From an optimization exercise on the open Yosys and OpenROAD flow, aimed at small area; shortcuts taken in it are not production practice. Only simulation tests tie the RTL to the original design; equivalence was not proved. No activity file was given, so power comes from the tool's default toggle rates.

<file path="design.v">
package rv_isa_pkg;
  typedef enum logic [6:0] {
    OP_LOAD   = 7'b0000011,   
    OP_STORE  = 7'b0100011,   
    OP_REG    = 7'b0110011,   
    OP_IMM    = 7'b0010011,   
    OP_BRANCH = 7'b1100011,   
    OP_JAL    = 7'b1101111    
  } opcode_t;
  typedef enum logic [2:0] {
    F3_ADDSUB = 3'b000,
    F3_SLT    = 3'b010,
    F3_OR     = 3'b110,
    F3_AND    = 3'b111
  } funct3_alu_t;
  typedef struct packed {
    logic [6:0] funct7;     
    logic [4:0] rs2;
    logic [4:0] rs1;
    logic [2:0] funct3;
    logic [4:0] rd;
    opcode_t    opcode;
  } r_fmt_t;
  typedef struct packed {
    logic [11:0] imm_11_0;
    logic [4:0]  rs1;
    logic [2:0]  funct3;
    logic [4:0]  rd;
    opcode_t     opcode;
  } i_fmt_t;
  typedef struct packed {
    logic [6:0] imm_11_5;
    logic [4:0] rs2;
    logic [4:0] rs1;
    logic [2:0] funct3;
    logic [4:0] imm_4_0;    
    opcode_t    opcode;
  } s_fmt_t;
  typedef struct packed {
    logic       imm_12;     
    logic [5:0] imm_10_5;
    logic [4:0] rs2;
    logic [4:0] rs1;
    logic [2:0] funct3;
    logic [3:0] imm_4_1;
    logic       imm_11;
    opcode_t    opcode;
  } b_fmt_t;
  typedef struct packed {
    logic       imm_20;     
    logic [9:0] imm_10_1;
    logic       imm_11;
    logic [7:0] imm_19_12;
    logic [4:0] rd;
    opcode_t    opcode;
  } j_fmt_t;
  typedef union packed {
    r_fmt_t r;   
    i_fmt_t i;
    s_fmt_t s;
    b_fmt_t b;
    j_fmt_t j;
  } instr_t;
endpackage
package rv_ctrl_pkg;
  typedef enum logic [2:0] {
    ALU_ADD = 3'b000,
    ALU_SUB = 3'b001,
    ALU_AND = 3'b010,
    ALU_OR  = 3'b011,
    ALU_SLT = 3'b101    
  } alu_op_t;
  typedef enum logic [1:0] {
    IMM_I = 2'b00,
    IMM_S = 2'b01,
    IMM_B = 2'b10,
    IMM_J = 2'b11
  } imm_sel_t;
  typedef enum logic [1:0] {
    RES_ALU = 2'b00,   
    RES_MEM = 2'b01,   
    RES_PC4 = 2'b10    
  } result_sel_t;
  typedef struct packed {
    logic        reg_write;       
    imm_sel_t    imm_sel;         
    logic        alu_src_imm;     
    logic        mem_write;       
    result_sel_t result_sel;      
    logic        pc_src_target;   
    alu_op_t     alu_op;          
  } ctrl_t;
  typedef enum logic [1:0] {
    CLS_ADD   = 2'b00,
    CLS_SUB   = 2'b01,
    CLS_FUNCT = 2'b10
  } alu_class_t;
endpackage
`timescale 1ns/1ps
module rv_regfile (
  input  logic                      CLK,
  input  logic [5-1:0] rs1_addr,   
  input  logic [5-1:0] rs2_addr,   
  input  logic [5-1:0] rd_addr,    
  input  logic                      rd_we,      
  input  logic [32-1:0]       rd_data,    
  output logic [32-1:0]       rs1_data,
  output logic [32-1:0]       rs2_data
);
  logic [32-1:0] regs [32];
  assign rs1_data = (rs1_addr == '0) ? '0 : regs[rs1_addr];
  assign rs2_data = (rs2_addr == '0) ? '0 : regs[rs2_addr];
  always_ff @(posedge CLK) begin
    if (rd_we) begin
      regs[rd_addr] <= rd_data;   
    end
  end
endmodule
`timescale 1ns/1ps
module rv_imm_extend (
  input  rv_isa_pkg::instr_t    instr,     
  input  rv_ctrl_pkg::imm_sel_t imm_sel,   
  output logic [32-1:0]   imm        
);
  always_comb begin
    case (imm_sel)
      rv_ctrl_pkg::IMM_I: begin
        imm = {{(32-12){instr.i.imm_11_0[11]}}, instr.i.imm_11_0};
      end
      rv_ctrl_pkg::IMM_S: begin
        imm = {{(32-12){instr.s.imm_11_5[6]}},
               instr.s.imm_11_5, instr.s.imm_4_0};
      end
      rv_ctrl_pkg::IMM_B: begin   
        imm = {{(32-13){instr.b.imm_12}}, instr.b.imm_12, instr.b.imm_11,
               instr.b.imm_10_5, instr.b.imm_4_1, 1'b0};
      end
      rv_ctrl_pkg::IMM_J: begin   
        imm = {{(32-21){instr.j.imm_20}}, instr.j.imm_20, instr.j.imm_19_12,
               instr.j.imm_11, instr.j.imm_10_1, 1'b0};
      end
      default: imm = 'x;
    endcase
  end
endmodule
`timescale 1ns/1ps
module rv_alu (
  input  logic [32-1:0] a,        
  input  logic [32-1:0] b,        
  input  rv_ctrl_pkg::alu_op_t op,
  output logic [32-1:0] result,
  output logic                zero      
);
  logic                inv_b;    
  logic [32-1:0] b_add;    
  logic [32-1:0] sum;
  logic                ovf;      
  logic                lt;       
  assign inv_b = (op == rv_ctrl_pkg::ALU_SUB) || (op == rv_ctrl_pkg::ALU_SLT);
  assign b_add = inv_b ? ~b : b;
  assign sum   = a + b_add + {{(32-1){1'b0}}, inv_b};
  assign ovf = (a[32-1] ~^ b_add[32-1]) & (a[32-1] ^ sum[32-1]);
  assign lt  = sum[32-1] ^ ovf;   
  always_comb begin
    case (op)
      rv_ctrl_pkg::ALU_ADD: result = sum;
      rv_ctrl_pkg::ALU_SUB: result = sum;
      rv_ctrl_pkg::ALU_AND: result = a & b;
      rv_ctrl_pkg::ALU_OR:  result = a | b;
      rv_ctrl_pkg::ALU_SLT: result = {{(32-1){1'b0}}, lt};
      default:              result = 'x;
    endcase
  end
  assign zero = (result == '0);
endmodule
`timescale 1ns/1ps
module rv_control (
  input  rv_isa_pkg::instr_t  instr,      
  input  logic                alu_zero,   
  output rv_ctrl_pkg::ctrl_t  ctrl        
);
  logic                     reg_write;
  rv_ctrl_pkg::imm_sel_t    imm_sel;
  logic                     alu_src_imm;
  logic                     mem_write;
  rv_ctrl_pkg::result_sel_t result_sel;
  logic                     branch;       
  logic                     jump;         
  rv_ctrl_pkg::alu_class_t  alu_class;
  logic                     sub_r;        
  rv_ctrl_pkg::alu_op_t     alu_op;
  always_comb begin
    reg_write   = 1'b0;
    imm_sel     = rv_ctrl_pkg::IMM_I;
    alu_src_imm = 1'b0;
    mem_write   = 1'b0;
    result_sel  = rv_ctrl_pkg::RES_ALU;
    branch      = 1'b0;
    jump        = 1'b0;
    alu_class   = rv_ctrl_pkg::CLS_ADD;
    case (instr.r.opcode)
      rv_isa_pkg::OP_LOAD: begin
        reg_write   = 1'b1;
        alu_src_imm = 1'b1;                   
        result_sel  = rv_ctrl_pkg::RES_MEM;
      end
      rv_isa_pkg::OP_STORE: begin
        imm_sel     = rv_ctrl_pkg::IMM_S;
        alu_src_imm = 1'b1;
        mem_write   = 1'b1;
      end
      rv_isa_pkg::OP_REG: begin
        reg_write   = 1'b1;
        alu_class   = rv_ctrl_pkg::CLS_FUNCT;
      end
      rv_isa_pkg::OP_IMM: begin
        reg_write   = 1'b1;
        alu_src_imm = 1'b1;
        alu_class   = rv_ctrl_pkg::CLS_FUNCT;
      end
      rv_isa_pkg::OP_BRANCH: begin
        imm_sel     = rv_ctrl_pkg::IMM_B;
        branch      = 1'b1;
        alu_class   = rv_ctrl_pkg::CLS_SUB;   
      end
      rv_isa_pkg::OP_JAL: begin
        reg_write   = 1'b1;
        imm_sel     = rv_ctrl_pkg::IMM_J;
        result_sel  = rv_ctrl_pkg::RES_PC4;   
        jump        = 1'b1;
      end
      default: ;                              
    endcase
  end
  assign sub_r = instr.r.funct7[5] & (instr.r.opcode == rv_isa_pkg::OP_REG);
  always_comb begin
    case (alu_class)
      rv_ctrl_pkg::CLS_ADD: alu_op = rv_ctrl_pkg::ALU_ADD;
      rv_ctrl_pkg::CLS_SUB: alu_op = rv_ctrl_pkg::ALU_SUB;
      default: begin
        case (instr.r.funct3)
          rv_isa_pkg::F3_ADDSUB: alu_op = sub_r ? rv_ctrl_pkg::ALU_SUB : rv_ctrl_pkg::ALU_ADD;
          rv_isa_pkg::F3_SLT:    alu_op = rv_ctrl_pkg::ALU_SLT;
          rv_isa_pkg::F3_OR:     alu_op = rv_ctrl_pkg::ALU_OR;
          rv_isa_pkg::F3_AND:    alu_op = rv_ctrl_pkg::ALU_AND;
          default:               alu_op = rv_ctrl_pkg::ALU_ADD;
        endcase
      end
    endcase
  end
  assign ctrl = {
    reg_write,
    imm_sel,
    alu_src_imm,
    mem_write,
    result_sel,
    (branch & alu_zero) | jump,   
    alu_op
  };
endmodule
`timescale 1ns/1ps
module rv_datapath (
  input  logic                CLK,
  input  logic                RST,
  input  rv_isa_pkg::instr_t  instr,        
  input  rv_ctrl_pkg::ctrl_t  ctrl,         
  input  logic [32-1:0] mem_rdata,    
  output logic [32-1:0] pc,           
  output logic [32-1:0] alu_result,   
  output logic [32-1:0] write_data,   
  output logic                alu_zero
);
  logic [32-1:0] pc_plus4;
  logic [32-1:0] pc_target;   
  logic [32-1:0] pc_next;
  logic [32-1:0] imm_ext;
  logic [32-1:0] rs1_data;
  logic [32-1:0] alu_b;
  logic [32-1:0] result;      
  assign pc_plus4  = pc + 32'd4;
  assign pc_target = pc + imm_ext;                               
  assign pc_next   = ctrl.pc_src_target ? pc_target : pc_plus4;
  always_ff @(posedge CLK or posedge RST) begin
    if (RST) begin
      pc <= 32'h0000_0000;
    end else begin
      pc <= pc_next;
    end
  end
  rv_regfile u_regfile (
    .CLK      (CLK),
    .rs1_addr (instr.r.rs1),
    .rs2_addr (instr.r.rs2),
    .rd_addr  (instr.r.rd),
    .rd_we    (ctrl.reg_write),
    .rd_data  (result),
    .rs1_data (rs1_data),
    .rs2_data (write_data)    
  );
  rv_imm_extend u_imm_extend (
    .instr   (instr),
    .imm_sel (ctrl.imm_sel),
    .imm     (imm_ext)
  );
  assign alu_b = ctrl.alu_src_imm ? imm_ext : write_data;
  rv_alu u_alu (
    .a      (rs1_data),
    .b      (alu_b),
    .op     (ctrl.alu_op),
    .result (alu_result),
    .zero   (alu_zero)
  );
  always_comb begin
    case (ctrl.result_sel)
      rv_ctrl_pkg::RES_ALU: result = alu_result;
      rv_ctrl_pkg::RES_MEM: result = mem_rdata;
      rv_ctrl_pkg::RES_PC4: result = pc_plus4;     
      default:              result = 'x;
    endcase
  end
endmodule
`timescale 1ns/1ps
module rv_core (
  input  logic                CLK,
  input  logic                RST,
  input  rv_isa_pkg::instr_t  instr,        
  input  logic [32-1:0] mem_rdata,    
  output logic [32-1:0] pc,           
  output logic [32-1:0] alu_result,   
  output logic [32-1:0] write_data,   
  output logic                mem_write     
);
  rv_ctrl_pkg::ctrl_t ctrl;
  logic               alu_zero;   
  rv_control u_control (
    .instr    (instr),
    .alu_zero (alu_zero),
    .ctrl     (ctrl)
  );
  rv_datapath u_datapath (
    .CLK        (CLK),
    .RST        (RST),
    .instr      (instr),
    .ctrl       (ctrl),
    .mem_rdata  (mem_rdata),
    .pc         (pc),
    .alu_result (alu_result),
    .write_data (write_data),
    .alu_zero   (alu_zero)
  );
  assign mem_write = ctrl.mem_write;   
endmodule
</file>
<file path="run.sh">
#!/bin/bash
# synth_recipe.tcl (not shown) runs the flow's synth.tcl, then flattens the netlist and writes it again
# the make line also repeats each setting of config.mk as NAME=value (left out here)
make -C /OpenROAD-flow-scripts/flow DESIGN_CONFIG=/design/flow/config.mk WORK_HOME=/design/flow/orfs CLKGATE_MAP_FILE= SYNTH_SCRIPT=/design/flow/synth_recipe.tcl finish
</file>
<file path="config.mk">
export PLATFORM = sky130hd
export DESIGN_NAME = rv_core
export DESIGN_NICKNAME = rv_core
export VERILOG_FILES = /design/flow/design.v
export SDC_FILE = /design/flow/constraint.sdc
export NUM_CORES = 4
export LEC_CHECK = 0
export CAP_MARGIN = 20
export CORE_MARGIN = 2
export CORE_UTILIZATION = 40
export SLEW_MARGIN = 20
</file>
<file path="constraint.sdc">
create_clock -name core_clock -period 10.5 [get_ports {CLK}]
set_input_delay 2.1000 -clock core_clock [delete_from_list [all_inputs] [get_ports {CLK}]]
set_output_delay 2.1000 -clock core_clock [all_outputs]
set_load 0.01 [all_outputs]
</file>
==> results_dict.tcl <==
set metrics [dict create \
    status "finished clean" \
    critPathMaxFanout 30 \
    cts_tree "yes" \
    ios 163 \
    routed_via_density 6.675 \
    grt_usage 0.2895 \
    grt_first_pass_wirelength_mm 287.6 \
    syn_area_um2 55570 \
    clock_latency_ns 0.77 \
    syn-num-nets 3655 \
    drc_errors 0 \
    final_cell_mix "edfxtp_1 (1024), mux4_2 (492), buf_4 (245)" \
    path_class "input pin to output port" \
    clk_pin_slew_ns 0.06 \
    grt_pass1_vias 36554 \
    finalHoldViolations 0 \
    fin_crit_ns 10.17 \
    irDropWorstVdd_v 0.0001664 \
    slew_headroom 0.1156 \
    num_rows 136 \
    avgSynthCellArea_um2 15.78 \
    fin_setup_tns_ns 0 \
    synth_ff_type "edfxtp_1" \
    wire_per_inst_um 36.30 \
    dieArea_um2 141900 \
    vias 38132 \
    async_flop_share 0.03030 \
    grt_max_degree 79 \
    first_iter_violations 5954 \
    critical_path_required_ns 8.40 \
    worstPathArrival_ns 8.07 \
    p_per_area_nw_per_um2 181.8 \
    cts_root_buf "clkbuf_16" \
    antenna_found_initial 5 \
    min_path_type "flop to flop" \
    startpoint_type "input pin" \
    mostFrequentLayoutCell "edfxtp_1" \
    core_um2 137700 \
    drtPass1Iterations 6 \
    fill_cells 11666 \
    final_core_util 0.4715 \
    hold_depth 2 \
    drive_above_1_share 0.2824 \
    fp.dieW_um 376.7 \
    area.growth.synth_to_final_pct 16.79 \
    hpwl_mm 135.3 \
    drv_cap 0 \
    setup_viol 0 \
    finalMaxSlewViolations 0 \
    power.leakage_nw 21.94 \
    nets 3962 \
    yosysUniqueCellTypes 84 \
    fin_skew_ns 0.06892 \
    postCtsHoldBufs 0 \
    drt_wl_total_mm 207.4 \
    grt.overflow.total 0 \
    ys_seq_area_frac 0.5677 \
    htreeDepth 3 \
    rsz0062_at_grt "false" \
    io_buffers 162 \
    place.gp.congestion 1.026 \
    start_util 0.4037 \
    cp-end-kind "output port" \
    max_freq_ghz 0.09830 \
    final_antenna_net_count 0 \
    cts_inserted_buffers 110 \
    cts_buffer_depth 3 \
    die_h_um 376.7 \
    r2r_cells 30 \
    synth_cells 3522 \
    synth_seq_cells 1056 \
    cts.sinks 1056 \
    synth_edf_count 1024 \
    yosys_warnings 5 \
    fin_crit_sh 0.9688 \
    tightest_slew_ns 1.327 \
]
-- registers in the layout, indices dropped and copies added (netlist names) --
| name | flops |
|---|---|
| u_datapath.pc | 32 |
| u_datapath.u_regfile.regs | 1024 |
-- worst max-delay path: stages --
cell,delay [ns]
buf_8,0.31
buf_12,0.33
mux4_2,0.53
a221oi_1,0.28
o21ai_0,0.23
nand3_1,0.29
inv_1,0.10
ha_1,0.30
nand4_1,0.16
nor3_2,0.26
inv_1,0.07
o32ai_1,0.28
buf_4,0.19
o211ai_1,0.12
a41oi_1,0.32
o22ai_1,0.18
or2_2,0.29
a21oi_1,0.21
nor2_1,0.09
fa_1,0.40
nor4b_1,0.15
a211o_1,0.30
clkdlybuf4s50_1,0.49
-- power breakdown --
part           leakage [nW]  switching [mW]  total [mW]  internal [mW]
Clock                  1.73            1.72        3.90           2.18
Sequential             9.61          0.0257        5.25           5.23
Combinational          10.6            1.75        2.65          0.893
-- area by class of cell --
class,instances,area [um2],area share
clock inverter,70,738.2,0.01137
multi-input combinational,2167,23040,0.3551
timing repair buffer,449,4320,0.06657
tap,1794,2245,0.03459
sequential,1056,31550,0.4861
antenna,2,5.005,0.00007711
inverter,45,171.4,0.002641
clock buffer,130,2828,0.04357
-- cell families after synthesis --
logic type | Yosys count | share of synthesized area
buffers and inverters | 299 | 0.02546
muxes | 732 | 0.2443
AOI/OAI and AO/OA | 552 | 0.07000
adders and majority gates | 80 | 0.01785
and+or+nand+nor | 698 | 0.05807
DFF | 1056 | 0.5677
xor gates and xnor gates | 105 | 0.01655
-- cells in the mapped netlist, types with 39 or more instances --
master,number,area (um2)
clkbuf_1,114,427.9
a21oi_1,108,540.5
mux2_2,42,473.0
xnor2_1,74,648.1
nor2_1,257,964.7
buf_1,47,176.4
nand2_1,186,698.2
a21o_1,39,292.8
ha_1,64,800.8
o21ai_0,72,360.4
a221oi_1,61,534.3
nor3_1,43,215.2
mux2i_1,189,1892
edfxtp_1,1024,30750
inv_1,42,157.7
nand3_1,51,255.2
mux4_2,492,11080
buf_2,48,240.2
-- repair_timing --
action | CTS | global route
setup endpoints to repair | 0 | 2
gates resized for setup | 0 | 8
buffers inserted | 0 | 3
-- per-layer routing --
metal	up-vias	share of wire	GRT usage
li1	15157	-	-
met1	19983	0.38	0.3927
met2	2533	0.46	0.4501
met3	457	0.12	0.06687
met4	2	0.045	0.1198
met5	-	0.000034	0
-- metrics by stage --
stage	setup WS [ns]	hold slack [ns]	instances	area, um2	power (mW)
finish	0.3275	0.7209	5713	64900	11.80
global route	0.02631	0.7588	5711	64900	12.14
CTS	0.2447	0.7200	5706	64770	11.76
detailed placement	0.2530	0.7109	5506	61210	7.918
global placement	0.2612	0.6865	5496	60990	7.893
floorplan	0.7579	0.6154	3522	55570	6.724
-- path summary, 6_finish.rpt --
path / start / to / slack, ns
max: instr[15] / alu_result[0] / 0.33
min: u_datapath.pc[1] / u_datapath.pc[1] / 0.72
max reg2reg: u_datapath.u_regfile.regs[21][10] / u_datapath.pc[27] / 2.79
min reg2reg: u_datapath.pc[1] / u_datapath.pc[1] / 0.72
max in group asynchronous: RST / u_datapath.pc[28] / 8.33
min in group asynchronous: RST / u_datapath.pc[12] / 1.78

[static timing again, ports no longer ideal]
In the flow no input, the clock included, has a driving cell. The finished layout below was timed again as built, in two steps. Step 1 (the two cells are an assumption about what drives the block):
set clk [get_ports {CLK}]
set_driving_cell -lib_cell sky130_fd_sc_hd__clkbuf_16 $clk
set_driving_cell -lib_cell sky130_fd_sc_hd__buf_2 [delete_from_list [all_inputs] $clk]
Step 2 moves the port delays by t, midway between the first and last clock arrival at a register: inputs arrive t later, outputs are due t later. That takes back most of the time a late clock gives input paths. a / b / c = no drivers / after step 1 / after step 2; a / b = the first two.
t, ns: 0.824
setup slack, ns: 0.327 / 0.259 / 0.259
worst hold slack (ns): 0.721 / 0.721 / 0.721
worst register clock-pin slew, ns: 0.07 / 0.07
After both steps this run still meets setup and hold. The setup slack of this run moves by -0.068 ns with the drivers and by -0.068 ns with both steps.
